Background: an optimization exercise with open tools, aiming at small area and few clock cycles per item. Do not read the settings as production practice.
RTL that was checked went through simulation tests only; none was proved equivalent to the original.
Only the layout flow was run in runs 1 and 2; the RTL was not checked for function there.
Power and IR drop assume default switching activity.

## design.v

```verilog
package yuvcrm_pkg;
  localparam int DIM_W    = 13;
  localparam int POS_W    = 12;
  localparam int SAMPLE_W = 8;
  localparam int ADDR_W   = 24;
  localparam int PLANE_W  = 2;
  localparam int CFG_DATA_W = 32;
  localparam int CFG_ADDR_W = 5;
  localparam logic [DIM_W-1:0] RST_INPUT_WIDTH  = DIM_W'(640);
  localparam logic [DIM_W-1:0] RST_INPUT_HEIGHT = DIM_W'(480);
  localparam logic [DIM_W-1:0] RST_CROP_WIDTH   = DIM_W'(480);
  localparam logic [DIM_W-1:0] RST_CROP_HEIGHT  = DIM_W'(480);
endpackage
module yuv420_crop_rotate_mirror_address (
  input  logic                                 clk,
  input  logic                                 rst_n,
  input  logic                                 cfg_psel,
  input  logic                                 cfg_penable,
  input  logic                                 cfg_pwrite,
  input  logic [yuvcrm_pkg::CFG_ADDR_W-1:0]    cfg_paddr,
  input  logic [yuvcrm_pkg::CFG_DATA_W-1:0]    cfg_pwdata,
  output logic [yuvcrm_pkg::CFG_DATA_W-1:0]    cfg_prdata,
  output logic                                 cfg_pready,
  input  logic                                 in_tvalid,
  output logic                                 in_tready,
  input  logic [31:0]                          in_tdata,   
  input  logic [yuvcrm_pkg::PLANE_W-1:0]       in_tuser,   
  output logic                                 out_tvalid,
  input  logic                                 out_tready,
  output logic [31:0]                          out_tdata,  
  output logic [yuvcrm_pkg::PLANE_W-1:0]       out_tuser   
);
  localparam int DIM_W    = yuvcrm_pkg::DIM_W;
  localparam int POS_W    = yuvcrm_pkg::POS_W;
  localparam int SAMPLE_W = yuvcrm_pkg::SAMPLE_W;
  localparam int ADDR_W   = yuvcrm_pkg::ADDR_W;
  logic [1:0]       mode_r;
  logic [DIM_W-1:0] in_w_r, in_h_r, crop_w_r, crop_h_r;
  logic             cfg_wr;
  assign cfg_pready = 1'b1;
  assign cfg_wr     = cfg_psel && cfg_penable && cfg_pwrite;
  always_ff @(posedge clk) begin
    if (!rst_n) begin
      mode_r   <= 2'd0;
      in_w_r   <= yuvcrm_pkg::RST_INPUT_WIDTH;
      in_h_r   <= yuvcrm_pkg::RST_INPUT_HEIGHT;
      crop_w_r <= yuvcrm_pkg::RST_CROP_WIDTH;
      crop_h_r <= yuvcrm_pkg::RST_CROP_HEIGHT;
    end else if (cfg_wr) begin
      case (cfg_paddr[4:2])
        3'd0: mode_r   <= cfg_pwdata[1:0];
        3'd1: in_w_r   <= cfg_pwdata[DIM_W-1:0];
        3'd2: in_h_r   <= cfg_pwdata[DIM_W-1:0];
        3'd3: crop_w_r <= cfg_pwdata[DIM_W-1:0];
        3'd4: crop_h_r <= cfg_pwdata[DIM_W-1:0];
        default: ;
      endcase
    end
  end
  always_comb begin
    case (cfg_paddr[4:2])
      3'd0:    cfg_prdata = 32'(mode_r);
      3'd1:    cfg_prdata = 32'(in_w_r);
      3'd2:    cfg_prdata = 32'(in_h_r);
      3'd3:    cfg_prdata = 32'(crop_w_r);
      3'd4:    cfg_prdata = 32'(crop_h_r);
      default: cfg_prdata = '0;
    endcase
  end
  function automatic logic [DIM_W:0] rsub(input logic [DIM_W-1:0] a, input logic [DIM_W-1:0] b);
    logic c;
    logic [DIM_W-1:0] nb;
    nb = ~b;
    c  = 1'b1;
    for (int i = 0; i < DIM_W; i++) begin
      rsub[i] = a[i] ^ nb[i] ^ c;
      c       = (a[i] & nb[i]) | (a[i] & c) | (nb[i] & c);
    end
    rsub[DIM_W] = !c;
  endfunction
  logic             mode_rot, mode_mir;
  logic [DIM_W-1:0] lim_y, lim_z;
  logic [DIM_W:0]   w_diff, h_diff;
  logic             cfg_ok_r;
  logic [DIM_W-1:0] lo_r;
  assign mode_mir = (mode_r == 2'd2);
  assign mode_rot = (mode_r == 2'd1);
  assign lim_y    = mode_mir ? crop_w_r : crop_h_r;
  assign lim_z    = mode_mir ? crop_h_r : crop_w_r;
  assign w_diff   = rsub(in_w_r, crop_w_r);
  assign h_diff   = rsub(in_h_r, crop_h_r);
  always_ff @(posedge clk) begin
    lo_r     <= mode_mir ? w_diff[DIM_W-1:0] : h_diff[DIM_W-1:0];
    cfg_ok_r <= (mode_r != 2'd3) && !w_diff[DIM_W] && !h_diff[DIM_W] &&
                !(in_w_r[12] && |in_w_r[11:0]) && !(in_h_r[12] && |in_h_r[11:0]);
  end
  logic [POS_W-1:0] in_row, in_col, u, v;
  logic             chroma;
  logic [DIM_W-1:0] lo, yp, lv;
  logic [DIM_W:0]   d_lo, d_hi, d_lv;
  logic             keep;
  logic [POS_W-1:0] mul_a, addend;
  assign in_row = in_tdata[11:0];
  assign in_col = in_tdata[23:12];
  assign chroma = |in_tuser;
  assign u      = mode_mir ? in_col : in_row;
  assign v      = mode_mir ? in_row : in_col;
  assign lo     = chroma ? {1'b0, lo_r[DIM_W-1:1]}  : lo_r;
  assign yp     = chroma ? {1'b0, lim_y[DIM_W-1:1]} : lim_y;
  assign lv     = chroma ? {1'b0, lim_z[DIM_W-1:1]} : lim_z;
  assign d_lo   = {2'b00, u} - {1'b0, lo};
  assign d_hi   = d_lo - {1'b0, yp};
  assign d_lv   = {2'b00, v} - {1'b0, lv};
  assign keep   = cfg_ok_r && (in_tuser != 2'd3) && !d_lo[DIM_W] && d_hi[DIM_W] && d_lv[DIM_W];
  always_comb begin
    if (mode_mir) begin
      mul_a  = ~d_hi[POS_W-1:0];
      addend = ~d_lv[POS_W-1:0];
    end else if (mode_rot) begin
      mul_a  = v;
      addend = ~d_hi[POS_W-1:0];
    end else begin
      mul_a  = d_lo[POS_W-1:0];
      addend = v;
    end
  end
  logic                v_r;
  logic [1:0]          oplane_r;
  logic [SAMPLE_W-1:0] sample_r;
  logic [5:0]          sel1, sel2, sel3;
  logic [POS_W-1:0]    naddend_r;
  logic                go;
  assign go        = !v_r || out_tready;
  assign in_tready = go;
  always_ff @(posedge clk) begin
    if (!rst_n) begin
      v_r <= 1'b0;
    end else if (go) begin
      v_r <= in_tvalid && keep;
    end
  end
  always_ff @(posedge clk) begin
    if (go) begin
      oplane_r <= {in_tuser[0], in_tuser[1]};   
      sample_r <= in_tdata[31:24];
      for (int j = 0; j < 6; j++) begin
        sel1[j] <= mul_a[2*j] & ~mul_a[2*j+1];
        sel2[j] <= ~mul_a[2*j] & mul_a[2*j+1];
        sel3[j] <= mul_a[2*j] & mul_a[2*j+1];
      end
      naddend_r <= ~addend;
    end
  end
  logic [DIM_W-1:0] mb;
  logic [DIM_W:0]   mb3;
  logic [DIM_W-1:0] nxs;
  logic [ADDR_W:0]  sum;
  logic             chroma_r;
  always_ff @(posedge clk) begin
    mb  <= (mode_r == 2'd0) ? crop_w_r : crop_h_r;
    mb3 <= {1'b0, mb} + {mb, 1'b0};
  end
  assign chroma_r = |oplane_r;
  assign nxs      = chroma_r ? {naddend_r, 1'b1} : {1'b1, naddend_r};
  logic pp0_0;
  assign pp0_0 = ~((sel1[0] & mb[0]) | (sel3[0] & mb3[0]));
  logic pp0_1;
  assign pp0_1 = ~((sel1[0] & mb[1]) | (sel2[0] & mb[0]) | (sel3[0] & mb3[1]));
  logic pp0_2;
  assign pp0_2 = ~((sel1[0] & mb[2]) | (sel2[0] & mb[1]) | (sel3[0] & mb3[2]));
  logic pp0_3;
  assign pp0_3 = ~((sel1[0] & mb[3]) | (sel2[0] & mb[2]) | (sel3[0] & mb3[3]));
  logic pp0_4;
  assign pp0_4 = ~((sel1[0] & mb[4]) | (sel2[0] & mb[3]) | (sel3[0] & mb3[4]));
  logic pp0_5;
  assign pp0_5 = ~((sel1[0] & mb[5]) | (sel2[0] & mb[4]) | (sel3[0] & mb3[5]));
  logic pp0_6;
  assign pp0_6 = ~((sel1[0] & mb[6]) | (sel2[0] & mb[5]) | (sel3[0] & mb3[6]));
  logic pp0_7;
  assign pp0_7 = ~((sel1[0] & mb[7]) | (sel2[0] & mb[6]) | (sel3[0] & mb3[7]));
  logic pp0_8;
  assign pp0_8 = ~((sel1[0] & mb[8]) | (sel2[0] & mb[7]) | (sel3[0] & mb3[8]));
  logic pp0_9;
  assign pp0_9 = ~((sel1[0] & mb[9]) | (sel2[0] & mb[8]) | (sel3[0] & mb3[9]));
  logic pp0_10;
  assign pp0_10 = ~((sel1[0] & mb[10]) | (sel2[0] & mb[9]) | (sel3[0] & mb3[10]));
  logic pp0_11;
  assign pp0_11 = ~((sel1[0] & mb[11]) | (sel2[0] & mb[10]) | (sel3[0] & mb3[11]));
  logic pp0_12;
  assign pp0_12 = ~((sel1[0] & mb[12]) | (sel2[0] & mb[11]) | (sel3[0] & mb3[12]));
  logic pp0_13;
  assign pp0_13 = ~((sel2[0] & mb[12]) | (sel3[0] & mb3[13]));
  logic pp1_0;
  assign pp1_0 = ~((sel1[1] & mb[0]) | (sel3[1] & mb3[0]));
  logic pp1_1;
  assign pp1_1 = ~((sel1[1] & mb[1]) | (sel2[1] & mb[0]) | (sel3[1] & mb3[1]));
  logic pp1_2;
  assign pp1_2 = ~((sel1[1] & mb[2]) | (sel2[1] & mb[1]) | (sel3[1] & mb3[2]));
  logic pp1_3;
  assign pp1_3 = ~((sel1[1] & mb[3]) | (sel2[1] & mb[2]) | (sel3[1] & mb3[3]));
  logic pp1_4;
  assign pp1_4 = ~((sel1[1] & mb[4]) | (sel2[1] & mb[3]) | (sel3[1] & mb3[4]));
  logic pp1_5;
  assign pp1_5 = ~((sel1[1] & mb[5]) | (sel2[1] & mb[4]) | (sel3[1] & mb3[5]));
  logic pp1_6;
  assign pp1_6 = ~((sel1[1] & mb[6]) | (sel2[1] & mb[5]) | (sel3[1] & mb3[6]));
  logic pp1_7;
  assign pp1_7 = ~((sel1[1] & mb[7]) | (sel2[1] & mb[6]) | (sel3[1] & mb3[7]));
  logic pp1_8;
  assign pp1_8 = ~((sel1[1] & mb[8]) | (sel2[1] & mb[7]) | (sel3[1] & mb3[8]));
  logic pp1_9;
  assign pp1_9 = ~((sel1[1] & mb[9]) | (sel2[1] & mb[8]) | (sel3[1] & mb3[9]));
  logic pp1_10;
  assign pp1_10 = ~((sel1[1] & mb[10]) | (sel2[1] & mb[9]) | (sel3[1] & mb3[10]));
  logic pp1_11;
  assign pp1_11 = ~((sel1[1] & mb[11]) | (sel2[1] & mb[10]) | (sel3[1] & mb3[11]));
  logic pp1_12;
  assign pp1_12 = ~((sel1[1] & mb[12]) | (sel2[1] & mb[11]) | (sel3[1] & mb3[12]));
  logic pp1_13;
  assign pp1_13 = ~((sel2[1] & mb[12]) | (sel3[1] & mb3[13]));
  logic pp2_0;
  assign pp2_0 = ~((sel1[2] & mb[0]) | (sel3[2] & mb3[0]));
  logic pp2_1;
  assign pp2_1 = ~((sel1[2] & mb[1]) | (sel2[2] & mb[0]) | (sel3[2] & mb3[1]));
  logic pp2_2;
  assign pp2_2 = ~((sel1[2] & mb[2]) | (sel2[2] & mb[1]) | (sel3[2] & mb3[2]));
  logic pp2_3;
  assign pp2_3 = ~((sel1[2] & mb[3]) | (sel2[2] & mb[2]) | (sel3[2] & mb3[3]));
  logic pp2_4;
  assign pp2_4 = ~((sel1[2] & mb[4]) | (sel2[2] & mb[3]) | (sel3[2] & mb3[4]));
  logic pp2_5;
  assign pp2_5 = ~((sel1[2] & mb[5]) | (sel2[2] & mb[4]) | (sel3[2] & mb3[5]));
  logic pp2_6;
  assign pp2_6 = ~((sel1[2] & mb[6]) | (sel2[2] & mb[5]) | (sel3[2] & mb3[6]));
  logic pp2_7;
  assign pp2_7 = ~((sel1[2] & mb[7]) | (sel2[2] & mb[6]) | (sel3[2] & mb3[7]));
  logic pp2_8;
  assign pp2_8 = ~((sel1[2] & mb[8]) | (sel2[2] & mb[7]) | (sel3[2] & mb3[8]));
  logic pp2_9;
  assign pp2_9 = ~((sel1[2] & mb[9]) | (sel2[2] & mb[8]) | (sel3[2] & mb3[9]));
  logic pp2_10;
  assign pp2_10 = ~((sel1[2] & mb[10]) | (sel2[2] & mb[9]) | (sel3[2] & mb3[10]));
  logic pp2_11;
  assign pp2_11 = ~((sel1[2] & mb[11]) | (sel2[2] & mb[10]) | (sel3[2] & mb3[11]));
  logic pp2_12;
  assign pp2_12 = ~((sel1[2] & mb[12]) | (sel2[2] & mb[11]) | (sel3[2] & mb3[12]));
  logic pp2_13;
  assign pp2_13 = ~((sel2[2] & mb[12]) | (sel3[2] & mb3[13]));
  logic pp3_0;
  assign pp3_0 = ~((sel1[3] & mb[0]) | (sel3[3] & mb3[0]));
  logic pp3_1;
  assign pp3_1 = ~((sel1[3] & mb[1]) | (sel2[3] & mb[0]) | (sel3[3] & mb3[1]));
  logic pp3_2;
  assign pp3_2 = ~((sel1[3] & mb[2]) | (sel2[3] & mb[1]) | (sel3[3] & mb3[2]));
  logic pp3_3;
  assign pp3_3 = ~((sel1[3] & mb[3]) | (sel2[3] & mb[2]) | (sel3[3] & mb3[3]));
  logic pp3_4;
  assign pp3_4 = ~((sel1[3] & mb[4]) | (sel2[3] & mb[3]) | (sel3[3] & mb3[4]));
  logic pp3_5;
  assign pp3_5 = ~((sel1[3] & mb[5]) | (sel2[3] & mb[4]) | (sel3[3] & mb3[5]));
  logic pp3_6;
  assign pp3_6 = ~((sel1[3] & mb[6]) | (sel2[3] & mb[5]) | (sel3[3] & mb3[6]));
  logic pp3_7;
  assign pp3_7 = ~((sel1[3] & mb[7]) | (sel2[3] & mb[6]) | (sel3[3] & mb3[7]));
  logic pp3_8;
  assign pp3_8 = ~((sel1[3] & mb[8]) | (sel2[3] & mb[7]) | (sel3[3] & mb3[8]));
  logic pp3_9;
  assign pp3_9 = ~((sel1[3] & mb[9]) | (sel2[3] & mb[8]) | (sel3[3] & mb3[9]));
  logic pp3_10;
  assign pp3_10 = ~((sel1[3] & mb[10]) | (sel2[3] & mb[9]) | (sel3[3] & mb3[10]));
  logic pp3_11;
  assign pp3_11 = ~((sel1[3] & mb[11]) | (sel2[3] & mb[10]) | (sel3[3] & mb3[11]));
  logic pp3_12;
  assign pp3_12 = ~((sel1[3] & mb[12]) | (sel2[3] & mb[11]) | (sel3[3] & mb3[12]));
  logic pp3_13;
  assign pp3_13 = ~((sel2[3] & mb[12]) | (sel3[3] & mb3[13]));
  logic pp4_0;
  assign pp4_0 = ~((sel1[4] & mb[0]) | (sel3[4] & mb3[0]));
  logic pp4_1;
  assign pp4_1 = ~((sel1[4] & mb[1]) | (sel2[4] & mb[0]) | (sel3[4] & mb3[1]));
  logic pp4_2;
  assign pp4_2 = ~((sel1[4] & mb[2]) | (sel2[4] & mb[1]) | (sel3[4] & mb3[2]));
  logic pp4_3;
  assign pp4_3 = ~((sel1[4] & mb[3]) | (sel2[4] & mb[2]) | (sel3[4] & mb3[3]));
  logic pp4_4;
  assign pp4_4 = ~((sel1[4] & mb[4]) | (sel2[4] & mb[3]) | (sel3[4] & mb3[4]));
  logic pp4_5;
  assign pp4_5 = ~((sel1[4] & mb[5]) | (sel2[4] & mb[4]) | (sel3[4] & mb3[5]));
  logic pp4_6;
  assign pp4_6 = ~((sel1[4] & mb[6]) | (sel2[4] & mb[5]) | (sel3[4] & mb3[6]));
  logic pp4_7;
  assign pp4_7 = ~((sel1[4] & mb[7]) | (sel2[4] & mb[6]) | (sel3[4] & mb3[7]));
  logic pp4_8;
  assign pp4_8 = ~((sel1[4] & mb[8]) | (sel2[4] & mb[7]) | (sel3[4] & mb3[8]));
  logic pp4_9;
  assign pp4_9 = ~((sel1[4] & mb[9]) | (sel2[4] & mb[8]) | (sel3[4] & mb3[9]));
  logic pp4_10;
  assign pp4_10 = ~((sel1[4] & mb[10]) | (sel2[4] & mb[9]) | (sel3[4] & mb3[10]));
  logic pp4_11;
  assign pp4_11 = ~((sel1[4] & mb[11]) | (sel2[4] & mb[10]) | (sel3[4] & mb3[11]));
  logic pp4_12;
  assign pp4_12 = ~((sel1[4] & mb[12]) | (sel2[4] & mb[11]) | (sel3[4] & mb3[12]));
  logic pp4_13;
  assign pp4_13 = ~((sel2[4] & mb[12]) | (sel3[4] & mb3[13]));
  logic pp5_0;
  assign pp5_0 = ~((sel1[5] & mb[0]) | (sel3[5] & mb3[0]));
  logic pp5_1;
  assign pp5_1 = ~((sel1[5] & mb[1]) | (sel2[5] & mb[0]) | (sel3[5] & mb3[1]));
  logic pp5_2;
  assign pp5_2 = ~((sel1[5] & mb[2]) | (sel2[5] & mb[1]) | (sel3[5] & mb3[2]));
  logic pp5_3;
  assign pp5_3 = ~((sel1[5] & mb[3]) | (sel2[5] & mb[2]) | (sel3[5] & mb3[3]));
  logic pp5_4;
  assign pp5_4 = ~((sel1[5] & mb[4]) | (sel2[5] & mb[3]) | (sel3[5] & mb3[4]));
  logic pp5_5;
  assign pp5_5 = ~((sel1[5] & mb[5]) | (sel2[5] & mb[4]) | (sel3[5] & mb3[5]));
  logic pp5_6;
  assign pp5_6 = ~((sel1[5] & mb[6]) | (sel2[5] & mb[5]) | (sel3[5] & mb3[6]));
  logic pp5_7;
  assign pp5_7 = ~((sel1[5] & mb[7]) | (sel2[5] & mb[6]) | (sel3[5] & mb3[7]));
  logic pp5_8;
  assign pp5_8 = ~((sel1[5] & mb[8]) | (sel2[5] & mb[7]) | (sel3[5] & mb3[8]));
  logic pp5_9;
  assign pp5_9 = ~((sel1[5] & mb[9]) | (sel2[5] & mb[8]) | (sel3[5] & mb3[9]));
  logic pp5_10;
  assign pp5_10 = ~((sel1[5] & mb[10]) | (sel2[5] & mb[9]) | (sel3[5] & mb3[10]));
  logic pp5_11;
  assign pp5_11 = ~((sel1[5] & mb[11]) | (sel2[5] & mb[10]) | (sel3[5] & mb3[11]));
  logic pp5_12;
  assign pp5_12 = ~((sel1[5] & mb[12]) | (sel2[5] & mb[11]) | (sel3[5] & mb3[12]));
  logic pp5_13;
  assign pp5_13 = ~((sel2[5] & mb[12]) | (sel3[5] & mb3[13]));
  logic fs0;
  logic fc0;
  assign fs0 = nxs[2] ^ pp0_2 ^ pp1_0;
  assign fc0 = (nxs[2] & pp0_2) | (nxs[2] & pp1_0) | (pp0_2 & pp1_0);
  logic fs1;
  logic fc1;
  assign fs1 = nxs[3] ^ pp0_3 ^ pp1_1;
  assign fc1 = (nxs[3] & pp0_3) | (nxs[3] & pp1_1) | (pp0_3 & pp1_1);
  logic fs2;
  logic fc2;
  assign fs2 = nxs[4] ^ pp0_4 ^ pp1_2;
  assign fc2 = (nxs[4] & pp0_4) | (nxs[4] & pp1_2) | (pp0_4 & pp1_2);
  logic fs3;
  logic fc3;
  assign fs3 = pp2_0 ^ fc1 ^ fs2;
  assign fc3 = (pp2_0 & fc1) | (pp2_0 & fs2) | (fc1 & fs2);
  logic fs4;
  logic fc4;
  assign fs4 = nxs[5] ^ pp0_5 ^ pp1_3;
  assign fc4 = (nxs[5] & pp0_5) | (nxs[5] & pp1_3) | (pp0_5 & pp1_3);
  logic fs5;
  logic fc5;
  assign fs5 = pp2_1 ^ fc2 ^ fs4;
  assign fc5 = (pp2_1 & fc2) | (pp2_1 & fs4) | (fc2 & fs4);
  logic fs6;
  logic fc6;
  assign fs6 = nxs[6] ^ pp0_6 ^ pp1_4;
  assign fc6 = (nxs[6] & pp0_6) | (nxs[6] & pp1_4) | (pp0_6 & pp1_4);
  logic fs7;
  logic fc7;
  assign fs7 = pp2_2 ^ pp3_0 ^ fc4;
  assign fc7 = (pp2_2 & pp3_0) | (pp2_2 & fc4) | (pp3_0 & fc4);
  logic fs8;
  logic fc8;
  assign fs8 = fs6 ^ fc5 ^ fs7;
  assign fc8 = (fs6 & fc5) | (fs6 & fs7) | (fc5 & fs7);
  logic fs9;
  logic fc9;
  assign fs9 = nxs[7] ^ pp0_7 ^ pp1_5;
  assign fc9 = (nxs[7] & pp0_7) | (nxs[7] & pp1_5) | (pp0_7 & pp1_5);
  logic fs10;
  logic fc10;
  assign fs10 = pp2_3 ^ pp3_1 ^ fc6;
  assign fc10 = (pp2_3 & pp3_1) | (pp2_3 & fc6) | (pp3_1 & fc6);
  logic fs11;
  logic fc11;
  assign fs11 = fs9 ^ fc7 ^ fs10;
  assign fc11 = (fs9 & fc7) | (fs9 & fs10) | (fc7 & fs10);
  logic fs12;
  logic fc12;
  assign fs12 = nxs[8] ^ pp0_8 ^ pp1_6;
  assign fc12 = (nxs[8] & pp0_8) | (nxs[8] & pp1_6) | (pp0_8 & pp1_6);
  logic fs13;
  logic fc13;
  assign fs13 = pp2_4 ^ pp3_2 ^ pp4_0;
  assign fc13 = (pp2_4 & pp3_2) | (pp2_4 & pp4_0) | (pp3_2 & pp4_0);
  logic fs14;
  logic fc14;
  assign fs14 = fc9 ^ fs12 ^ fs13;
  assign fc14 = (fc9 & fs12) | (fc9 & fs13) | (fs12 & fs13);
  logic fs15;
  logic fc15;
  assign fs15 = fc10 ^ fs14 ^ fc11;
  assign fc15 = (fc10 & fs14) | (fc10 & fc11) | (fs14 & fc11);
  logic fs16;
  logic fc16;
  assign fs16 = nxs[9] ^ pp0_9 ^ pp1_7;
  assign fc16 = (nxs[9] & pp0_9) | (nxs[9] & pp1_7) | (pp0_9 & pp1_7);
  logic fs17;
  logic fc17;
  assign fs17 = pp2_5 ^ pp3_3 ^ pp4_1;
  assign fc17 = (pp2_5 & pp3_3) | (pp2_5 & pp4_1) | (pp3_3 & pp4_1);
  logic fs18;
  logic fc18;
  assign fs18 = fc12 ^ fc13 ^ fs16;
  assign fc18 = (fc12 & fc13) | (fc12 & fs16) | (fc13 & fs16);
  logic fs19;
  logic fc19;
  assign fs19 = fs17 ^ fc14 ^ fs18;
  assign fc19 = (fs17 & fc14) | (fs17 & fs18) | (fc14 & fs18);
  logic fs20;
  logic fc20;
  assign fs20 = nxs[10] ^ pp0_10 ^ pp1_8;
  assign fc20 = (nxs[10] & pp0_10) | (nxs[10] & pp1_8) | (pp0_10 & pp1_8);
  logic fs21;
  logic fc21;
  assign fs21 = pp2_6 ^ pp3_4 ^ pp4_2;
  assign fc21 = (pp2_6 & pp3_4) | (pp2_6 & pp4_2) | (pp3_4 & pp4_2);
  logic fs22;
  logic fc22;
  assign fs22 = pp5_0 ^ fc16 ^ fc17;
  assign fc22 = (pp5_0 & fc16) | (pp5_0 & fc17) | (fc16 & fc17);
  logic fs23;
  logic fc23;
  assign fs23 = fs20 ^ fs21 ^ fc18;
  assign fc23 = (fs20 & fs21) | (fs20 & fc18) | (fs21 & fc18);
  logic fs24;
  logic fc24;
  assign fs24 = fs22 ^ fc19 ^ fs23;
  assign fc24 = (fs22 & fc19) | (fs22 & fs23) | (fc19 & fs23);
  logic fs25;
  logic fc25;
  assign fs25 = nxs[11] ^ pp0_11 ^ pp1_9;
  assign fc25 = (nxs[11] & pp0_11) | (nxs[11] & pp1_9) | (pp0_11 & pp1_9);
  logic fs26;
  logic fc26;
  assign fs26 = pp2_7 ^ pp3_5 ^ pp4_3;
  assign fc26 = (pp2_7 & pp3_5) | (pp2_7 & pp4_3) | (pp3_5 & pp4_3);
  logic fs27;
  logic fc27;
  assign fs27 = pp5_1 ^ fc20 ^ fc21;
  assign fc27 = (pp5_1 & fc20) | (pp5_1 & fc21) | (fc20 & fc21);
  logic fs28;
  logic fc28;
  assign fs28 = fs25 ^ fs26 ^ fc22;
  assign fc28 = (fs25 & fs26) | (fs25 & fc22) | (fs26 & fc22);
  logic fs29;
  logic fc29;
  assign fs29 = fs27 ^ fc23 ^ fs28;
  assign fc29 = (fs27 & fc23) | (fs27 & fs28) | (fc23 & fs28);
  logic fs30;
  logic fc30;
  assign fs30 = nxs[12] ^ pp0_12 ^ pp1_10;
  assign fc30 = (nxs[12] & pp0_12) | (nxs[12] & pp1_10) | (pp0_12 & pp1_10);
  logic fs31;
  logic fc31;
  assign fs31 = pp2_8 ^ pp3_6 ^ pp4_4;
  assign fc31 = (pp2_8 & pp3_6) | (pp2_8 & pp4_4) | (pp3_6 & pp4_4);
  logic fs32;
  logic fc32;
  assign fs32 = pp5_2 ^ fc25 ^ fc26;
  assign fc32 = (pp5_2 & fc25) | (pp5_2 & fc26) | (fc25 & fc26);
  logic fs33;
  logic fc33;
  assign fs33 = fs30 ^ fs31 ^ fc27;
  assign fc33 = (fs30 & fs31) | (fs30 & fc27) | (fs31 & fc27);
  logic fs34;
  logic fc34;
  assign fs34 = fs32 ^ fc28 ^ fs33;
  assign fc34 = (fs32 & fc28) | (fs32 & fs33) | (fc28 & fs33);
  logic fs35;
  logic fc35;
  assign fs35 = pp0_13 ^ pp1_11 ^ pp2_9;
  assign fc35 = (pp0_13 & pp1_11) | (pp0_13 & pp2_9) | (pp1_11 & pp2_9);
  logic fs36;
  logic fc36;
  assign fs36 = pp3_7 ^ pp4_5 ^ pp5_3;
  assign fc36 = (pp3_7 & pp4_5) | (pp3_7 & pp5_3) | (pp4_5 & pp5_3);
  logic fs37;
  logic fc37;
  assign fs37 = fc30 ^ fc31 ^ fs35;
  assign fc37 = (fc30 & fc31) | (fc30 & fs35) | (fc31 & fs35);
  logic fs38;
  logic fc38;
  assign fs38 = fs36 ^ fc32 ^ fs37;
  assign fc38 = (fs36 & fc32) | (fs36 & fs37) | (fc32 & fs37);
  logic fs39;
  logic fc39;
  assign fs39 = fc33 ^ fs38 ^ fc34;
  assign fc39 = (fc33 & fs38) | (fc33 & fc34) | (fs38 & fc34);
  logic fs40;
  logic fc40;
  assign fs40 = pp1_12 ^ pp2_10 ^ pp3_8;
  assign fc40 = (pp1_12 & pp2_10) | (pp1_12 & pp3_8) | (pp2_10 & pp3_8);
  logic fs41;
  logic fc41;
  assign fs41 = pp4_6 ^ pp5_4 ^ fc35;
  assign fc41 = (pp4_6 & pp5_4) | (pp4_6 & fc35) | (pp5_4 & fc35);
  logic fs42;
  logic fc42;
  assign fs42 = fc36 ^ fs40 ^ fc37;
  assign fc42 = (fc36 & fs40) | (fc36 & fc37) | (fs40 & fc37);
  logic fs43;
  logic fc43;
  assign fs43 = fs41 ^ fc38 ^ fs42;
  assign fc43 = (fs41 & fc38) | (fs41 & fs42) | (fc38 & fs42);
  logic fs44;
  logic fc44;
  assign fs44 = pp1_13 ^ pp2_11 ^ pp3_9;
  assign fc44 = (pp1_13 & pp2_11) | (pp1_13 & pp3_9) | (pp2_11 & pp3_9);
  logic fs45;
  logic fc45;
  assign fs45 = pp4_7 ^ pp5_5 ^ fc40;
  assign fc45 = (pp4_7 & pp5_5) | (pp4_7 & fc40) | (pp5_5 & fc40);
  logic fs46;
  logic fc46;
  assign fs46 = fs44 ^ fc41 ^ fs45;
  assign fc46 = (fs44 & fc41) | (fs44 & fs45) | (fc41 & fs45);
  logic fs47;
  logic fc47;
  assign fs47 = fc42 ^ fs46 ^ fc43;
  assign fc47 = (fc42 & fs46) | (fc42 & fc43) | (fs46 & fc43);
  logic fs48;
  logic fc48;
  assign fs48 = pp2_12 ^ pp3_10 ^ pp4_8;
  assign fc48 = (pp2_12 & pp3_10) | (pp2_12 & pp4_8) | (pp3_10 & pp4_8);
  logic fs49;
  logic fc49;
  assign fs49 = pp5_6 ^ fc44 ^ fs48;
  assign fc49 = (pp5_6 & fc44) | (pp5_6 & fs48) | (fc44 & fs48);
  logic fs50;
  logic fc50;
  assign fs50 = fc45 ^ fs49 ^ fc46;
  assign fc50 = (fc45 & fs49) | (fc45 & fc46) | (fs49 & fc46);
  logic fs51;
  logic fc51;
  assign fs51 = pp2_13 ^ pp3_11 ^ pp4_9;
  assign fc51 = (pp2_13 & pp3_11) | (pp2_13 & pp4_9) | (pp3_11 & pp4_9);
  logic fs52;
  logic fc52;
  assign fs52 = pp5_7 ^ fc48 ^ fs51;
  assign fc52 = (pp5_7 & fc48) | (pp5_7 & fs51) | (fc48 & fs51);
  logic fs53;
  logic fc53;
  assign fs53 = fc49 ^ fs52 ^ fc50;
  assign fc53 = (fc49 & fs52) | (fc49 & fc50) | (fs52 & fc50);
  logic fs54;
  logic fc54;
  assign fs54 = pp3_12 ^ pp4_10 ^ pp5_8;
  assign fc54 = (pp3_12 & pp4_10) | (pp3_12 & pp5_8) | (pp4_10 & pp5_8);
  logic fs55;
  logic fc55;
  assign fs55 = fc51 ^ fs54 ^ fc52;
  assign fc55 = (fc51 & fs54) | (fc51 & fc52) | (fs54 & fc52);
  logic fs56;
  logic fc56;
  assign fs56 = pp3_13 ^ pp4_11 ^ pp5_9;
  assign fc56 = (pp3_13 & pp4_11) | (pp3_13 & pp5_9) | (pp4_11 & pp5_9);
  logic fs57;
  logic fc57;
  assign fs57 = fc54 ^ fs56 ^ fc55;
  assign fc57 = (fc54 & fs56) | (fc54 & fc55) | (fs56 & fc55);
  logic fs58;
  logic fc58;
  assign fs58 = pp4_12 ^ pp5_10 ^ fc56;
  assign fc58 = (pp4_12 & pp5_10) | (pp4_12 & fc56) | (pp5_10 & fc56);
  logic fs59;
  logic fc59;
  assign fs59 = pp4_13 ^ pp5_11 ^ fc58;
  assign fc59 = (pp4_13 & pp5_11) | (pp4_13 & fc58) | (pp5_11 & fc58);
  logic [24:0] ra, rb;
  assign ra = {1'b1, pp5_13, pp5_12, fs59, fs58, fs57, fs55, fs53, fs50, fs47, fs43, fs39, fc29, fc24, fs24, fs19, fs15, fc8, fs8, fc3, fs3, fc0, fs0, nxs[1], nxs[0]};
  assign rb = {1'b1, 1'b1, fc59, 1'b1, fc57, 1'b1, fc53, 1'b1, fc47, 1'b1, fc39, 1'b1, fs34, fs29, 1'b1, fc15, 1'b1, fs11, 1'b1, fs5, 1'b1, fs1, 1'b1, pp0_1, pp0_0};
  assign sum = ~(ra + rb + 25'd1);
  assign out_tvalid = v_r;
  assign out_tuser  = oplane_r;
  assign out_tdata  = {sample_r, chroma_r ? sum[ADDR_W:1] : sum[ADDR_W-1:0]};
endmodule
```

## run.sh

```bash
#!/bin/bash
# synth_recipe.tcl (not shown) runs the flow's synth.tcl, then flattens the netlist and writes it again
# the make line also repeats each setting of config.mk as NAME=value (left out here)
make -C /OpenROAD-flow-scripts/flow DESIGN_CONFIG=/design/flow/config.mk WORK_HOME=/design/flow/orfs CLKGATE_MAP_FILE= SYNTH_SCRIPT=/design/flow/synth_recipe.tcl finish
```

## config.mk

```make
export PLATFORM = sky130hd
export DESIGN_NAME = yuv420_crop_rotate_mirror_address
export DESIGN_NICKNAME = yuv420_crop_rotate_mirror_address
export VERILOG_FILES = /design/flow/design.v
export SDC_FILE = /design/flow/constraint.sdc
export NUM_CORES = 4
export LEC_CHECK = 0
export CAP_MARGIN = 20
export CORE_MARGIN = 2
export CORE_UTILIZATION = 40
export SLEW_MARGIN = 20
```

## constraint.sdc

```tcl
create_clock -name core_clock -period 6.0 [get_ports {clk}]
set_input_delay 1.2000 -clock core_clock [delete_from_list [all_inputs] [get_ports {clk}]]
set_output_delay 1.2000 -clock core_clock [all_outputs]
set_load 0.01 [all_outputs]
```

==> impl_metrics.csv, run 1 <==
group,metric,value,unit
status,status,"failed layout checks",
status,checkFailReasons,"setup timing",
synthesis,synth_mux_area_share,7.94,%
clocking,clk_pin_slew,0.06,ns
drt,first_pass_iters,11,
synthesis,async_reset_ff_share,0,%
clocking,clk_path_buf_depth,2,
min_path,holdCritPathClass,"register to register",
timing,fin_setup_tns,-1.27,ns
power_and_ir_drop,vdd_drop_max,1.44,mV
setup_path,critPathArrivalTime,5.05,ns
synthesis,yosys.area_share.simple,17.0,%
synthesis,synth_compound_area_share,19.9,%
floorplanning,dieArea,34400,µm²
synthesis,netlist_area,13200,µm²
clocking,clkSinkCount,136,
synthesis,syn_avg_cell_area,8.29,µm²
place,dp_hpwl,33100,µm
global_routing,grt_pass1_wl,65500,µm
setup_path,cp.required,4.80,ns
clocking,cts-root-buf,"clkbuf_16",
timing,slew_viol_final,0,
drt,detail-route-antenna-nets,0,
global_routing,groute.usage.overall,24.8,%
cells_and_area,nets,2073,
cells_and_area,drive_above_1_share,22.3,%
clocking,cts_buffers,17,
cells_and_area,diodes,0,
synthesis,ys_warn_count,1,
power_and_ir_drop,powerDensity,657,nW/µm²
floorplanning,core,32500,µm²
clocking,clkLatencyLatePin,0.43,ns
timing,setup_viol,8,
floorplanning,ios,147,
setup_path,cp-end-kind,"output port",
global_routing,busiest_layer,"met2",
timing,setup_ws,-0.250,ns
drt,drc,0,
setup_path,cp-start-kind,"register",
cells_and_area,fin_util,52.7,%
floorplanning,start_util,40.6,%
global_routing,grtUsageMet2,42.3,%
synthesis,synth_edf_count,40,
timing,tightest_slew,0.719,ns
timing,slew_headroom,51.9,%
global_routing,grtUsageMet3,3.38,%
global_routing,overflow,0,
timing,clock.fmax,160,MHz
synthesis,synthAdderAreaFrac,19.6,%
synthesis,synthCells,1590,
place,gp_congestion,0.922,
timing,finClkSkew,0.0165,ns
drt,wire_per_inst,18.5,µm
timing,final-hold-violation-count,0,
place,dp_slack,-0.544,ns
floorplanning,dieHeight,186,µm
job,cap_violations,0,
synthesis,synth_top_family_by_area,"compound AO/OA/AOI/OAI gates",
setup_path,crit_type,"register to output port",
floorplanning,rows,66,
synthesis,synth-seq-cells,136,
drt,viasPerCell,5.49,
floorplanning,die_x,186,µm
synthesis,synthXorXnorAreaFrac,3.64,%
synthesis,seq_area_frac_synth,23.7,%
drt,wl,42500,µm
global_routing,grt_pass1_vias,11975,
drt,via_count,12607,
timing,hold_ws,0.455,ns
clocking,cts_tree,"yes",
global_routing,grt_antenna_before_repair,0,
setup_path,crit_fanout,4,
clocking,ctsHoldBuffers,0,
global_routing,met1_usage,33.4,%
synthesis,synth_flop_cell,"dfxtp_1",
timing,rsz0062_at_grt,"yes",
cells_and_area,syn2layout_area_growth,29.8,%
synthesis,synth_cell_types,84,
place,io_buffers,105,
global_routing,grt_start_max_net_pins,53,
power_and_ir_drop,p_leak,7.33,nW
timing,finalCriticalPeriod,6.25,ns
drt,drt_iter0_markers,1390,
clocking,htree_num_levels,4,
timing,fin_crit_sh,104,%
-- cells in the final DEF, fill, tap and decap left out, types with 19 or more instances in the layout --
cell,count
nor2b_1,19
buf_6,24
edfxtp_1,40
buf_4,194
fa_2,38
conb_1,20
fa_1,51
dfxtp_1,95
xnor2_1,29
o21ai_0,67
clkdlybuf4s50_1,87
mux2i_1,82
ha_1,59
nor2_1,85
a222oi_1,72
inv_1,136
nand2_1,311
nand3_1,20
a21oi_1,75
-- cells in the mapped netlist, types with 10 or more instances --
library cell | count | area share (%)
nand2_1 | 314 | 8.9
inv_1 | 152 | 4.3
dfxtp_1 | 96 | 15
nor2_1 | 94 | 2.7
fa_1 | 89 | 14
mux2i_1 | 82 | 6.2
a21oi_1 | 81 | 3.1
o21ai_0 | 74 | 2.8
a222oi_1 | 72 | 5.5
clkbuf_1 | 69 | 2.0
ha_1 | 64 | 6.1
edfxtp_1 | 40 | 9.1
xnor2_1 | 34 | 2.3
nand3_1 | 22 | 0.84
buf_4 | 20 | 1.1
nor2b_1 | 20 | 0.95
nor3_1 | 20 | 0.76
mux2_2 | 18 | 1.5
a22oi_1 | 17 | 0.97
xor2_1 | 17 | 1.1
a211oi_1 | 13 | 0.74
buf_1 | 13 | 0.37
o211ai_1 | 13 | 0.74
nand2b_1 | 12 | 0.57
a31oi_1 | 11 | 0.52
o21a_1 | 10 | 0.57
-- worst max-delay path: stages, from the launching register on --
cell and delay [ns]:
edfxtp_1 0.43, buf_6 0.15, buf_6 0.11, a222oi_1 0.37, inv_1 0.13, fa_2 0.38
fa_1 0.52, inv_2 0.04, fa_2 0.54, ha_4 0.21, buf_4 0.14, o21ai_1 0.39
a21oi_2 0.14, a21oi_2 0.20, a311oi_4 0.07, a21o_1 0.24, and4b_1 0.21, o32ai_2 0.18
buf_2 0.17
-- per-layer routing --
metal	share of wire [%]	up-vias	routed length (µm)
met2	47	482	20100
met5	0	-	0
met4	1.6	0	669
met1	45	6032	18900
li1	-	6046	-
met3	6.5	47	2770
-- repair_timing --
item / CTS / global route
resized for setup: 147 / 65
pin swaps: 74 / 53
gates cloned: 0 / 0
endpoints found under the setup margin: 19 / 19
buffers inserted: 19 / 13
-- final cells by class --
cell class              instances  area, µm²
well taps                     442        553
fillers                      3026      15300
flip-flops and latches        136       3120
clock buffers                  20        478
inverters                     153        574
multi-input cells            1211       9510
repair buffers                323       2730
clock inverters                12        138
-- power by group --
group          total [mW]  internal, mW  leakage [nW]  switching (mW)
clock                1.09         0.663         0.306           0.424
sequential           1.07          1.01          1.22          0.0540
combinational        9.09          4.73          5.81            4.36
-- per-stage QoR --
stage	std cells	total power [mW]	cell area, µm²
after global routing	2297	12.1	17100
after detailed placement	2236	8.41	15800
after CTS	2287	10.6	16900
after floorplan	1608	5.02	13300
final	2297	11.2	17100
after global placement	2236	8.32	15800
-- sequential cells by signal (all words and copies together) (netlist names) --
register and flops:
mb3 14, crop_h_r 13, crop_w_r 13, in_h_r 13, in_w_r 13, lo_r 13, mb 13, naddend_r 12
sample_r 8, sel1 6, sel2 6, sel3 6, mode_r 2, oplane_r 2, cfg_ok_r 1, v_r 1
-- logic make-up (layout without fill, tap and decap cells) --
| kind of cell | count (synthesis) | after routing |
|---|---|---|
| and+or+nand+nor | 524 | 524 |
| AOI/OAI and AO/OA | 360 | 360 |
| buffers and inverters | 261 | 508 |
| adders and majority gates | 153 | 153 |
| DFF | 136 | 136 |
| muxes | 101 | 101 |
| xor gates and xnor gates | 53 | 53 |
| other | 2 | 20 |
-- worst paths after layout --
path | to | from | slack [ns] | depth (start not counted)
worst max-delay path | out_tdata[23] | sel2[0] | -0.25 | 18
worst min-delay path | in_w_r[12] | in_w_r[12] | 0.46 | 2
worst max register to register | cfg_ok_r | in_w_r[0] | 0.14 | 16
worst min register to register | in_w_r[12] | in_w_r[12] | 0.46 | 2
==> run 2: changes to the inputs <==
--- a/design.v
+++ b/design.v
@@ -130,7 +130,9 @@
   logic [5:0]          sel1, sel2, sel3;
   logic [POS_W-1:0]    naddend_r;
   logic                go;
-  assign go        = !v_r || out_tready;
+  logic go2, o_v_r;
+  assign go2       = !o_v_r || out_tready;
+  assign go        = !v_r || go2;
   assign in_tready = go;
   always_ff @(posedge clk) begin
     if (!rst_n) begin
@@ -573,8 +575,196 @@
   logic [24:0] ra, rb;
   assign ra = {1'b1, pp5_13, pp5_12, fs59, fs58, fs57, fs55, fs53, fs50, fs47, fs43, fs39, fc29, fc24, fs24, fs19, fs15, fc8, fs8, fc3, fs3, fc0, fs0, nxs[1], nxs[0]};
   assign rb = {1'b1, 1'b1, fc59, 1'b1, fc57, 1'b1, fc53, 1'b1, fc47, 1'b1, fc39, 1'b1, fs34, fs29, 1'b1, fc15, 1'b1, fs11, 1'b1, fs5, 1'b1, fs1, 1'b1, pp0_1, pp0_0};
-  assign sum = ~(ra + rb + 25'd1);
-  assign out_tvalid = v_r;
-  assign out_tuser  = oplane_r;
-  assign out_tdata  = {sample_r, chroma_r ? sum[ADDR_W:1] : sum[ADDR_W-1:0]};
+  logic [24:0] cp, cg;
+  assign cp = ra ^ rb;
+  assign cg = ra & rb;
+  logic pg0;
+  assign pg0 = cg[1] | (cp[1] & cg[0]);
+  logic pp0x;
+  assign pp0x = cp[1] & cp[0];
+  logic pg1;
+  assign pg1 = cg[3] | (cp[3] & cg[2]);
+  logic pp1x;
+  assign pp1x = cp[3] & cp[2];
+  logic pg2;
+  assign pg2 = cg[5] | (cp[5] & cg[4]);
+  logic pp2x;
+  assign pp2x = cp[5] & cp[4];
+  logic pg3;
+  assign pg3 = cg[7] | (cp[7] & cg[6]);
+  logic pp3x;
+  assign pp3x = cp[7] & cp[6];
+  logic pg4;
+  assign pg4 = cg[9] | (cp[9] & cg[8]);
+  logic pp4x;
+  assign pp4x = cp[9] & cp[8];
+  logic pg5;
+  assign pg5 = cg[11] | (cp[11] & cg[10]);
+  logic pp5x;
+  assign pp5x = cp[11] & cp[10];
+  logic pg6;
+  assign pg6 = cg[13] | (cp[13] & cg[12]);
+  logic pp6x;
+  assign pp6x = cp[13] & cp[12];
+  logic pg7;
+  assign pg7 = cg[15] | (cp[15] & cg[14]);
+  logic pp7x;
+  assign pp7x = cp[15] & cp[14];
+  logic pg8;
+  assign pg8 = cg[17] | (cp[17] & cg[16]);
+  logic pp8x;
+  assign pp8x = cp[17] & cp[16];
+  logic pg9;
+  assign pg9 = cg[19] | (cp[19] & cg[18]);
+  logic pp9x;
+  assign pp9x = cp[19] & cp[18];
+  logic pg10;
+  assign pg10 = cg[21] | (cp[21] & cg[20]);
+  logic pp10x;
+  assign pp10x = cp[21] & cp[20];
+  logic pg11;
+  assign pg11 = cg[23] | (cp[23] & cg[22]);
+  logic pp11x;
+  assign pp11x = cp[23] & cp[22];
+  logic pg12;
+  assign pg12 = pg1 | (pp1x & pg0);
+  logic pp12x;
+  assign pp12x = pp1x & pp0x;
+  logic pg13;
+  assign pg13 = pg3 | (pp3x & pg2);
+  logic pp13x;
+  assign pp13x = pp3x & pp2x;
+  logic pg14;
+  assign pg14 = pg5 | (pp5x & pg4);
+  logic pp14x;
+  assign pp14x = pp5x & pp4x;
+  logic pg15;
+  assign pg15 = pg7 | (pp7x & pg6);
+  logic pp15x;
+  assign pp15x = pp7x & pp6x;
+  logic pg16;
+  assign pg16 = pg9 | (pp9x & pg8);
+  logic pp16x;
+  assign pp16x = pp9x & pp8x;
+  logic pg17;
+  assign pg17 = pg11 | (pp11x & pg10);
+  logic pp17x;
+  assign pp17x = pp11x & pp10x;
+  logic pg18;
+  assign pg18 = pg13 | (pp13x & pg12);
+  logic pp18x;
+  assign pp18x = pp13x & pp12x;
+  logic pg19;
+  assign pg19 = pg15 | (pp15x & pg14);
+  logic pp19x;
+  assign pp19x = pp15x & pp14x;
+  logic pg20;
+  assign pg20 = pg17 | (pp17x & pg16);
+  logic pp20x;
+  assign pp20x = pp17x & pp16x;
+  logic pg21;
+  assign pg21 = pg19 | (pp19x & pg18);
+  logic pp21x;
+  assign pp21x = pp19x & pp18x;
+  logic pg22;
+  assign pg22 = pg20 | (pp20x & pg21);
+  logic pp22x;
+  assign pp22x = pp20x & pp21x;
+  logic pg23;
+  assign pg23 = pg14 | (pp14x & pg18);
+  logic pp23x;
+  assign pp23x = pp14x & pp18x;
+  logic pg24;
+  assign pg24 = pg16 | (pp16x & pg21);
+  logic pp24x;
+  assign pp24x = pp16x & pp21x;
+  logic pg25;
+  assign pg25 = pg2 | (pp2x & pg12);
+  logic pp25x;
+  assign pp25x = pp2x & pp12x;
+  logic pg26;
+  assign pg26 = pg4 | (pp4x & pg18);
+  logic pp26x;
+  assign pp26x = pp4x & pp18x;
+  logic pg27;
+  assign pg27 = pg6 | (pp6x & pg23);
+  logic pp27x;
+  assign pp27x = pp6x & pp23x;
+  logic pg28;
+  assign pg28 = pg8 | (pp8x & pg21);
+  logic pp28x;
+  assign pp28x = pp8x & pp21x;
+  logic pg29;
+  assign pg29 = pg10 | (pp10x & pg24);
+  logic pp29x;
+  assign pp29x = pp10x & pp24x;
+  logic pg30;
+  assign pg30 = cg[2] | (cp[2] & pg0);
+  logic pp30x;
+  assign pp30x = cp[2] & pp0x;
+  logic pg31;
+  assign pg31 = cg[4] | (cp[4] & pg12);
+  logic pp31x;
+  assign pp31x = cp[4] & pp12x;
+  logic pg32;
+  assign pg32 = cg[6] | (cp[6] & pg25);
+  logic pp32x;
+  assign pp32x = cp[6] & pp25x;
+  logic pg33;
+  assign pg33 = cg[8] | (cp[8] & pg18);
+  logic pp33x;
+  assign pp33x = cp[8] & pp18x;
+  logic pg34;
+  assign pg34 = cg[10] | (cp[10] & pg26);
+  logic pp34x;
+  assign pp34x = cp[10] & pp26x;
+  logic pg35;
+  assign pg35 = cg[12] | (cp[12] & pg23);
+  logic pp35x;
+  assign pp35x = cp[12] & pp23x;
+  logic pg36;
+  assign pg36 = cg[14] | (cp[14] & pg27);
+  logic pp36x;
+  assign pp36x = cp[14] & pp27x;
+  logic pg37;
+  assign pg37 = cg[16] | (cp[16] & pg21);
+  logic pp37x;
+  assign pp37x = cp[16] & pp21x;
+  logic pg38;
+  assign pg38 = cg[18] | (cp[18] & pg28);
+  logic pp38x;
+  assign pp38x = cp[18] & pp28x;
+  logic pg39;
+  assign pg39 = cg[20] | (cp[20] & pg24);
+  logic pp39x;
+  assign pp39x = cp[20] & pp24x;
+  logic pg40;
+  assign pg40 = cg[22] | (cp[22] & pg29);
+  logic pp40x;
+  assign pp40x = cp[22] & pp29x;
+  logic pg41;
+  assign pg41 = cg[24] | (cp[24] & pg22);
+  logic pp41x;
+  assign pp41x = cp[24] & pp22x;
+  assign sum = {cp[24] ^ pg22, cp[23] ^ pg40, cp[22] ^ pg29, cp[21] ^ pg39, cp[20] ^ pg24, cp[19] ^ pg38, cp[18] ^ pg28, cp[17] ^ pg37, cp[16] ^ pg21, cp[15] ^ pg36, cp[14] ^ pg27, cp[13] ^ pg35, cp[12] ^ pg23, cp[11] ^ pg34, cp[10] ^ pg26, cp[9] ^ pg33, cp[8] ^ pg18, cp[7] ^ pg32, cp[6] ^ pg25, cp[5] ^ pg31, cp[4] ^ pg12, cp[3] ^ pg30, cp[2] ^ pg0, cp[1] ^ cg[0], cp[0]};
+  logic [1:0]          o_oplane_r;
+  logic [SAMPLE_W-1:0] o_sample_r;
+  logic [ADDR_W-1:0]   o_addr_r;
+  always_ff @(posedge clk) begin
+    if (!rst_n) begin
+      o_v_r <= 1'b0;
+    end else if (go2) begin
+      o_v_r <= v_r;
+    end
+  end
+  always_ff @(posedge clk) begin
+    if (go2) begin
+      o_oplane_r <= oplane_r;
+      o_sample_r <= sample_r;
+      o_addr_r   <= chroma_r ? sum[ADDR_W:1] : sum[ADDR_W-1:0];
+    end
+  end
+  assign out_tvalid = o_v_r;
+  assign out_tuser  = o_oplane_r;
+  assign out_tdata  = {o_sample_r, o_addr_r};
 endmodule
==> impl_metrics.csv, run 2 <==
group,metric,value,unit
synthesis,syn_avg_cell_area,9.10,µm²
floorplanning,core,34700,µm²
timing,setup_ws,0.146,ns
synthesis,yosysTopAreaCellShare,15.7,%
job,cap_violations,0,
global_routing,met1_usage,30.1,%
global_routing,groute.usage.overall,22.9,%
drt,detail-route-antenna-nets,0,
synthesis,synth_edf_count,74,
drt,drt_iter0_markers,1454,
global_routing,overflow,0,
synthesis,synthTopCellsByCount,"nand2_1, inv_1, dfxtp_1",
floorplanning,die_x,192,µm
synthesis,synth_largest_area_cell,"edfxtp_1",
synthesis,seq_area_frac_synth,29.3,%
setup_path,crit_type,"register to register",
place,dp_slack,-0.274,ns
cells_and_area,nets,1930,
cells_and_area,top_register,"o_addr_r",
drt,first_pass_iters,13,
power_and_ir_drop,vdd_drop_max,0.609,mV
floorplanning,dieArea,37000,µm²
power_and_ir_drop,combPwrFrac,56.4,%
synthesis,yosys-top-cells-area,"edfxtp_1, dfxtp_1, fa_1, nand2_1, ha_1",
synthesis,synth-seq-cells,171,
floorplanning,ios,147,
clocking,htree_num_levels,4,
power_and_ir_drop,p_switching,2.43,mW
cells_and_area,reg.largest.list,"o_addr_r (24), mb3 (14)",
power_and_ir_drop,p_leak,7.16,nW
timing,hold_ws,0.420,ns
cells_and_area,fillCellCount,3322,
setup_path,slowest_stage,"fa_1",
global_routing,grtUsageMet3,3.15,%
clocking,cts_tree,"yes",
setup_path,max_stage_delay,0.41,ns
timing,slew_viol_final,0,
clocking,cts-root-buf,"clkbuf_16",
global_routing,grt_pass1_vias,11617,
drt,wl,41500,µm
cells_and_area,fin_util,48.5,%
clocking,clkSinkCount,171,
clocking,clk_path_buf_depth,2,
drt,via_count,11994,
status,status,"timing/DRC/antenna clean",
place,dp_hpwl,31800,µm
clocking,clk_pin_slew,0.09,ns
setup_path,crit_top_cell,"fa_1",
timing,clock.fmax,171,MHz
synthesis,synthCells,1559,
power_and_ir_drop,p_int,3.75,mW
min_path,holdCritPathClass,"register to register",
cells_and_area,largest_register_ff_count,24,
drt,wire_per_inst,19.2,µm
global_routing,grt_start_max_net_pins,58,
setup_path,cp-end-kind,"register",
place,placed_cell_area,16100,µm²
global_routing,grt_pass1_wl,64500,µm
setup_path,critPathArrivalTime,6.22,ns
drt,drc,0,
timing,rsz0062_at_grt,"no",
setup_path,crit_fanout,4,
synthesis,ys_warn_count,1,
setup_path,worst-path-buf-inv,1,
synthesis,synth_cell_types,77,
synthesis,synth_flop_cell,"dfxtp_1",
power_and_ir_drop,power.share.clock,18.9,%
cells_and_area,ff_latch_area,4170,µm²
timing,fin_crit_sh,97.6,%
global_routing,grt_antenna_before_repair,1,
cells_and_area,diodes,0,
place,io_buffers,105,
floorplanning,rows,68,
power_and_ir_drop,pwr-share-seq,24.7,%
synthesis,async_reset_ff_share,0,%
timing,slew_headroom,44.4,%
setup_path,cp-start-kind,"register",
floorplanning,start_util,40.9,%
cells_and_area,multi_input_area,9120,µm²
cells_and_area,drive_above_1_share,12.9,%
place,gp_congestion,0.926,
setup_path,cp.required,6.37,ns
synthesis,netlist_area,14200,µm²
power_and_ir_drop,swShare,39.3,%
timing,finalCriticalPeriod,5.85,ns
global_routing,grtUsageMet2,39.0,%
setup_path,cp_cell_sequence,"inv_1 -> ha_1 -> fa_1 -> fa_1 -> fa_1 -> fa_1 -> fa_2 -> fa_2 -> fa_1 -> fa_1 -> fa_1 -> fa_2 -> fa_1 -> fa_1 -> or3_1 -> nor3_2",
clocking,clkLatencyLatePin,0.45,ns
cells_and_area,finalInstanceArea,16800,µm²
synthesis,post-synth-top-count-cell,"nand2_1",
cells_and_area,final_common_cell,"nand2_1",
timing,finClkSkew,0.0190,ns
cells_and_area,final_cell_mix,"nand2_1, inv_1, clkdlybuf4s50_1",
setup_path,critPathTopFamily,"adder cells",
floorplanning,dieHeight,192,µm
power_and_ir_drop,powerDensity,367,nW/µm²
global_routing,busiest_layer,"met2",
drt,viasPerCell,5.56,
timing,final-hold-violation-count,0,
timing,setup_viol,0,
clocking,cts_buffers,17,
cells_and_area,syn2layout_area_growth,18.7,%
timing,tightest_slew,0.832,ns
-- run 2: cell count changes after synthesis, moves of 7 or more --
| cell | delta |
|---|---|
| mux2_2 | +21 |
| nor3_1 | -12 |
| mux2i_1 | -11 |
| nand2_1 | -51 |
| a21o_1 | +11 |
| a21boi_0 | +35 |
| inv_1 | +7 |
| a21oi_1 | -19 |
| nor2_1 | -29 |
| edfxtp_1 | +34 |
-- run 2: area by class of cell --
cell class,count,share of cell area (%)
clock buffers,17,2.52
clock inverters,15,1.19
inverters,161,3.59
multi-input cells,1138,54.1
flip-flops and latches,171,24.7
well taps,455,3.38
repair buffers,200,10.5
-- run 2: repair_timing --
action | 4_1_cts | 5_1_grt
endpoints found under the hold margin | 0 | 0
setup buffers | 5 | 3
pin swaps | 5 | 14
hold buffers | 0 | 0
resized for setup | 11 | 15
setup endpoints to repair | 3 | 6
-- run 2: per-stage QoR --
step | power, mW | setup TNS, ns | cells
2_1_floorplan | 3.90 | 0 | 1577
3_3_place_gp | 4.72 | -0.349 | 2116
3_5_place_dp | 4.81 | -0.494 | 2116
4_1_cts | 6.05 | 0 | 2153
5_1_grt | 6.76 | 0 | 2157
6_report | 6.18 | 0 | 2157
-- run 2: cell families after synthesis --
family                     count (synthesis)  synth area share [%]
buffers and inverters                    268                  7.67
xor gates and xnor gates                  41                  2.66
AOI/OAI and AO/OA                        372                  19.3
muxes                                    111                  8.26
and+or+nand+nor                          431                  13.3
adders and majority gates                163                  19.4
other                                      2                0.0529
DFF                                      171                  29.3
-- run 2: worst register-to-register path: stages (launching register included) --
cell and delay, ns:
dfxtp_2 0.36, inv_1 0.05, ha_1 0.20, fa_1 0.38, fa_1 0.39, fa_1 0.39, fa_1 0.40, fa_2 0.37
fa_2 0.36, fa_1 0.38, fa_1 0.39, fa_1 0.40, fa_2 0.38, fa_1 0.41, fa_1 0.36, or3_1 0.36
nor3_2 0.20
-- run 2: routing by layer --
layer  vias up  share of wire, %
li1       5732                 -
met1      5719                43
met2       476                49
met3        65               5.6
met4         2               2.4
met5         -             0.019
-- run 2: path summary, 6_finish.rpt --
kind,startpoint,to,slack (ns),cells after the start
worst min register to register,sample_r[7],o_sample_r[7],0.42,0
worst max register to register,in_h_r[0],cfg_ok_r,0.15,16
worst min-delay path,sample_r[7],o_sample_r[7],0.42,0
worst max-delay path,in_h_r[0],cfg_ok_r,0.15,16
-- run 2: power groups by stage --
stage / registers (mW) / logic (mW) / clock network (mW)
6_report: 1.53 / 3.48 / 1.17
5_1_grt: 1.54 / 3.98 / 1.24
4_1_cts: 1.53 / 3.34 / 1.19
3_5_place_dp: 1.56 / 3.25 / 0
3_3_place_gp: 1.56 / 3.17 / 0
2_1_floorplan: 1.59 / 2.32 / 0
==> run 3: changes to the inputs <==
--- a/design.v
+++ b/design.v
@@ -78,6 +78,16 @@
     end
     rsub[DIM_W] = !c;
   endfunction
+  function automatic logic [DIM_W:0] radd(input logic [DIM_W-1:0] a, input logic [DIM_W-1:0] b,
+                                          input logic btop);
+    logic c;
+    c = 1'b0;
+    for (int i = 0; i < DIM_W; i++) begin
+      radd[i] = a[i] ^ b[i] ^ c;
+      c       = (a[i] & b[i]) | (a[i] & c) | (b[i] & c);
+    end
+    radd[DIM_W] = btop ^ c;
+  endfunction
   logic             mode_rot, mode_mir;
   logic [DIM_W-1:0] lim_y, lim_z;
   logic [DIM_W:0]   w_diff, h_diff;
@@ -160,7 +170,7 @@
   logic             chroma_r;
   always_ff @(posedge clk) begin
     mb  <= (mode_r == 2'd0) ? crop_w_r : crop_h_r;
-    mb3 <= {1'b0, mb} + {mb, 1'b0};
+    mb3 <= radd(mb, {mb[DIM_W-2:0], 1'b0}, mb[DIM_W-1]);
   end
   assign chroma_r = |oplane_r;
   assign nxs      = chroma_r ? {naddend_r, 1'b1} : {1'b1, naddend_r};
@@ -578,8 +588,10 @@
   logic [24:0] cp, cg;
   assign cp = ra ^ rb;
   assign cg = ra & rb;
+  logic cg0c;
+  assign cg0c = cg[0] | cp[0];
   logic pg0;
-  assign pg0 = cg[1] | (cp[1] & cg[0]);
+  assign pg0 = cg[1] | (cp[1] & cg0c);
   logic pp0x;
   assign pp0x = cp[1] & cp[0];
   logic pg1;
@@ -746,7 +758,7 @@
   assign pg41 = cg[24] | (cp[24] & pg22);
   logic pp41x;
   assign pp41x = cp[24] & pp22x;
-  assign sum = {cp[24] ^ pg22, cp[23] ^ pg40, cp[22] ^ pg29, cp[21] ^ pg39, cp[20] ^ pg24, cp[19] ^ pg38, cp[18] ^ pg28, cp[17] ^ pg37, cp[16] ^ pg21, cp[15] ^ pg36, cp[14] ^ pg27, cp[13] ^ pg35, cp[12] ^ pg23, cp[11] ^ pg34, cp[10] ^ pg26, cp[9] ^ pg33, cp[8] ^ pg18, cp[7] ^ pg32, cp[6] ^ pg25, cp[5] ^ pg31, cp[4] ^ pg12, cp[3] ^ pg30, cp[2] ^ pg0, cp[1] ^ cg[0], cp[0]};
+  assign sum = {~(cp[24] ^ pg22), ~(cp[23] ^ pg40), ~(cp[22] ^ pg29), ~(cp[21] ^ pg39), ~(cp[20] ^ pg24), ~(cp[19] ^ pg38), ~(cp[18] ^ pg28), ~(cp[17] ^ pg37), ~(cp[16] ^ pg21), ~(cp[15] ^ pg36), ~(cp[14] ^ pg27), ~(cp[13] ^ pg35), ~(cp[12] ^ pg23), ~(cp[11] ^ pg34), ~(cp[10] ^ pg26), ~(cp[9] ^ pg33), ~(cp[8] ^ pg18), ~(cp[7] ^ pg32), ~(cp[6] ^ pg25), ~(cp[5] ^ pg31), ~(cp[4] ^ pg12), ~(cp[3] ^ pg30), ~(cp[2] ^ pg0), ~(cp[1] ^ cg0c), cp[0]};
   logic [1:0]          o_oplane_r;
   logic [SAMPLE_W-1:0] o_sample_r;
   logic [ADDR_W-1:0]   o_addr_r;
==> impl_metrics.csv, run 3 <==
group,metric,value,unit
cells_and_area,diodes,0,
synthesis,post-synth-top-count-cell,"nand2_1",
place,io_buffers,105,
synthesis,synth_largest_area_cell,"edfxtp_1",
timing,finalCriticalPeriod,5.78,ns
setup_path,max_stage_delay,0.43,ns
setup_path,worst-path-buf-inv,1,
clocking,htree_num_levels,4,
global_routing,groute.usage.overall,22.8,%
job,cap_violations,0,
clocking,ctsHoldBuffers,0,
timing,hold_ws,0.422,ns
setup_path,crit_top_cell,"fa_1",
power_and_ir_drop,p_leak,6.97,nW
timing,slew_headroom,36.6,%
synthesis,seq_area_frac_synth,29.5,%
clocking,clk_path_buf_depth,2,
setup_path,cp-start-kind,"register",
power_and_ir_drop,swShare,40.9,%
clocking,clkSinkCount,171,
floorplanning,dieArea,36800,µm²
floorplanning,core,34600,µm²
cells_and_area,largest_register_ff_count,24,
synthesis,synthCells,1583,
timing,clock.fmax,173,MHz
power_and_ir_drop,powerDensity,383,nW/µm²
drt,drt_iter0_markers,1648,
drt,via_count,11939,
synthesis,async_reset_ff_share,0,%
synthesis,ys_warn_count,1,
cells_and_area,fillCellCount,3322,
timing,finClkSkew,0.0150,ns
setup_path,slowest_stage,"fa_1",
floorplanning,die_x,192,µm
cells_and_area,final_common_cell,"nand2_1",
clocking,clkLatencyLatePin,0.46,ns
global_routing,grtUsageMet2,37.7,%
cells_and_area,final_cell_mix,"nand2_1, inv_1, clkdlybuf4s50_1",
drt,first_pass_iters,17,
cells_and_area,top_register,"o_addr_r",
global_routing,grt_pass1_wl,63800,µm
power_and_ir_drop,p_int,3.75,mW
cells_and_area,syn2layout_area_growth,17.4,%
clocking,clk_pin_slew,0.07,ns
global_routing,overflow,0,
floorplanning,ios,147,
clocking,cts_buffers,17,
floorplanning,start_util,40.7,%
power_and_ir_drop,vdd_drop_max,0.490,mV
timing,fin_crit_sh,96.4,%
place,dp_hpwl,31500,µm
min_path,holdCritPathClass,"register to register",
global_routing,grt_pass1_vias,11466,
setup_path,cp-end-kind,"register",
cells_and_area,drive_above_1_share,9.93,%
setup_path,crit_type,"register to register",
synthesis,syn_avg_cell_area,8.91,µm²
place,gp_congestion,0.929,
timing,tightest_slew,0.948,ns
synthesis,netlist_area,14100,µm²
setup_path,critPathTopFamily,"adder cells",
global_routing,grt_antenna_before_repair,0,
synthesis,yosysTopAreaCellShare,15.8,%
drt,drc,0,
cells_and_area,nets,1939,
cells_and_area,reg.largest.list,"o_addr_r (24), mb3 (14)",
power_and_ir_drop,p_switching,2.60,mW
synthesis,synth_edf_count,74,
clocking,cts_tree,"yes",
power_and_ir_drop,pwr-share-seq,24.5,%
timing,fin_setup_tns,0,ns
drt,wire_per_inst,18.8,µm
synthesis,synthTopCellsByCount,"nand2_1, inv_1, fa_1",
power_and_ir_drop,power.share.clock,17.9,%
floorplanning,dieHeight,192,µm
setup_path,cp_cell_sequence,"inv_1 -> ha_1 -> fa_1 -> fa_1 -> fa_1 -> fa_1 -> fa_1 -> fa_1 -> fa_1 -> fa_1 -> fa_1 -> fa_1 -> fa_1 -> fa_1 -> nor4_2",
status,status,"timing/DRC/antenna clean",
setup_path,crit_fanout,4,
timing,slew_viol_final,0,
synthesis,yosys-top-cells-area,"edfxtp_1, fa_1, dfxtp_1, nand2_1, ha_1",
cells_and_area,fin_util,47.8,%
synthesis,synth-seq-cells,171,
drt,detail-route-antenna-nets,0,
synthesis,synth_cell_types,80,
synthesis,synth_flop_cell,"dfxtp_1",
global_routing,met1_usage,30.2,%
drt,viasPerCell,5.51,
power_and_ir_drop,combPwrFrac,57.5,%
floorplanning,rows,68,
timing,final-hold-violation-count,0,
setup_path,cp.required,6.36,ns
global_routing,busiest_layer,"met2",
timing,setup_viol,0,
global_routing,grt_start_max_net_pins,57,
drt,wl,40600,µm
setup_path,critPathArrivalTime,6.15,ns
clocking,cts-root-buf,"clkbuf_16",
global_routing,grtUsageMet3,3.86,%
## run 3: cell types whose count changed in the layout (fill, tap and decap cells not counted), sizes merged, moves of 7 or more
cell,before,now
ha,68,58
o21bai,9,1
fa,95,104
buf,95,85
nand3,20,27
a21oi,63,51
mux2,39,18
a21o,17,7
nand2,264,315
## run 3: repair_timing
item                       CTS  global route
setup endpoints to repair    0             2
buffers inserted             0             7
resized for setup            0             7
## run 3: worst register-to-register path, delay by kind of cell, from the launching register on
kind	cells	cell delay, ns
adders and majority gates	13	5.03
DFF	1	0.36
and+or+nand+nor	1	0.26
buffers and inverters	1	0.05
## run 3: worst paths after layout
path / endpoint / depth (start not counted) / startpoint / slack [ns]
max: cfg_ok_r / 15 / in_h_r[0] / 0.22
min: o_sample_r[4] / 0 / sample_r[4] / 0.42
max reg2reg: cfg_ok_r / 15 / in_h_r[0] / 0.22
min reg2reg: o_sample_r[4] / 0 / sample_r[4] / 0.42
## run 3: area by class of cell
cell class,count,area (µm²),share of cell area (%)
clock buffers,22,495,2.99
clock inverters,10,100,0.605
inverters,158,593,3.58
multi-input cells,1160,8930,54.0
flip-flops and latches,171,4170,25.2
well taps,455,569,3.44
repair buffers,191,1690,10.2
## run 3: cell families after synthesis
kind of cell    count (synthesis)  synth area share (%)
fa+ha+maj                     162                  19.9
compound gates                351                  18.8
buf+inv                       270                  7.86
xor+xnor                       30                  1.86
flops                         171                  29.5
other cells                     2                0.0533
simple gates                  511                  15.7
mux                            86                  6.27
## run 3: layer usage
metal	share of wire [%]	vias up
met1	43	5652
met3	6.7	77
li1	-	5738
met2	47	472
met5	0	-
met4	3.0	0
## run 3: power groups by stage
stage | Combinational (mW) | Sequential (mW) | Clock (mW)
after global placement | 3.51 | 1.58 | 0
after CTS | 3.65 | 1.56 | 1.16
final | 3.65 | 1.56 | 1.14
after detailed placement | 3.63 | 1.58 | 0
after global routing | 4.19 | 1.57 | 1.20
after floorplan | 2.60 | 1.60 | 0
## run 3: metrics by stage
stage	setup slack [ns]	power (mW)	cell area, µm²	std cells
floorplan	0.283	4.20	14200	1601
global placement	0.161	5.09	15900	2128
CTS	0.0950	6.37	16500	2160
global route	-0.00877	6.96	16600	2167
finish	0.218	6.34	16600	2167
detailed placement	0.106	5.21	15900	2128
Testbench counts of run 3, summed over its fixed seeds: cycles 58,814, items 58,788.

==> static timing again, ports no longer ideal <==
The results above use ideal ports. As a check the final layouts listed here were re-extracted and re-timed, cells and wires unchanged.
Step 1, drivers: a clkbuf_16 drives clk and a buf_2 each remaining input, both assumed.
Step 2, shift: input delay + t, output delay - t, t = (earliest + latest rising clock arrival at the registers) / 2. This alone moves slack from input paths to output paths.
Slacks: ideal ports / drivers / drivers and shift; pairs: ideal ports / drivers.
run	t, ns	setup slack, ns	latest minus earliest clock arrival (ns)	worst data-port slew with drivers (ns)	cell pins on the clock port's net
run 1	0.468	-0.250 / -0.296 / 0.133	0.016 / 0.017	0.05	1
run 2	0.493	0.146 / 0.146 / 0.112	0.020 / 0.020	0.05	1
run 3	0.499	0.218 / 0.218 / 0.056	0.015 / 0.015	0.04	1
The setup slack of run 3, which loses most, moves by 0.000 ns with the drivers and by -0.162 ns with both steps.
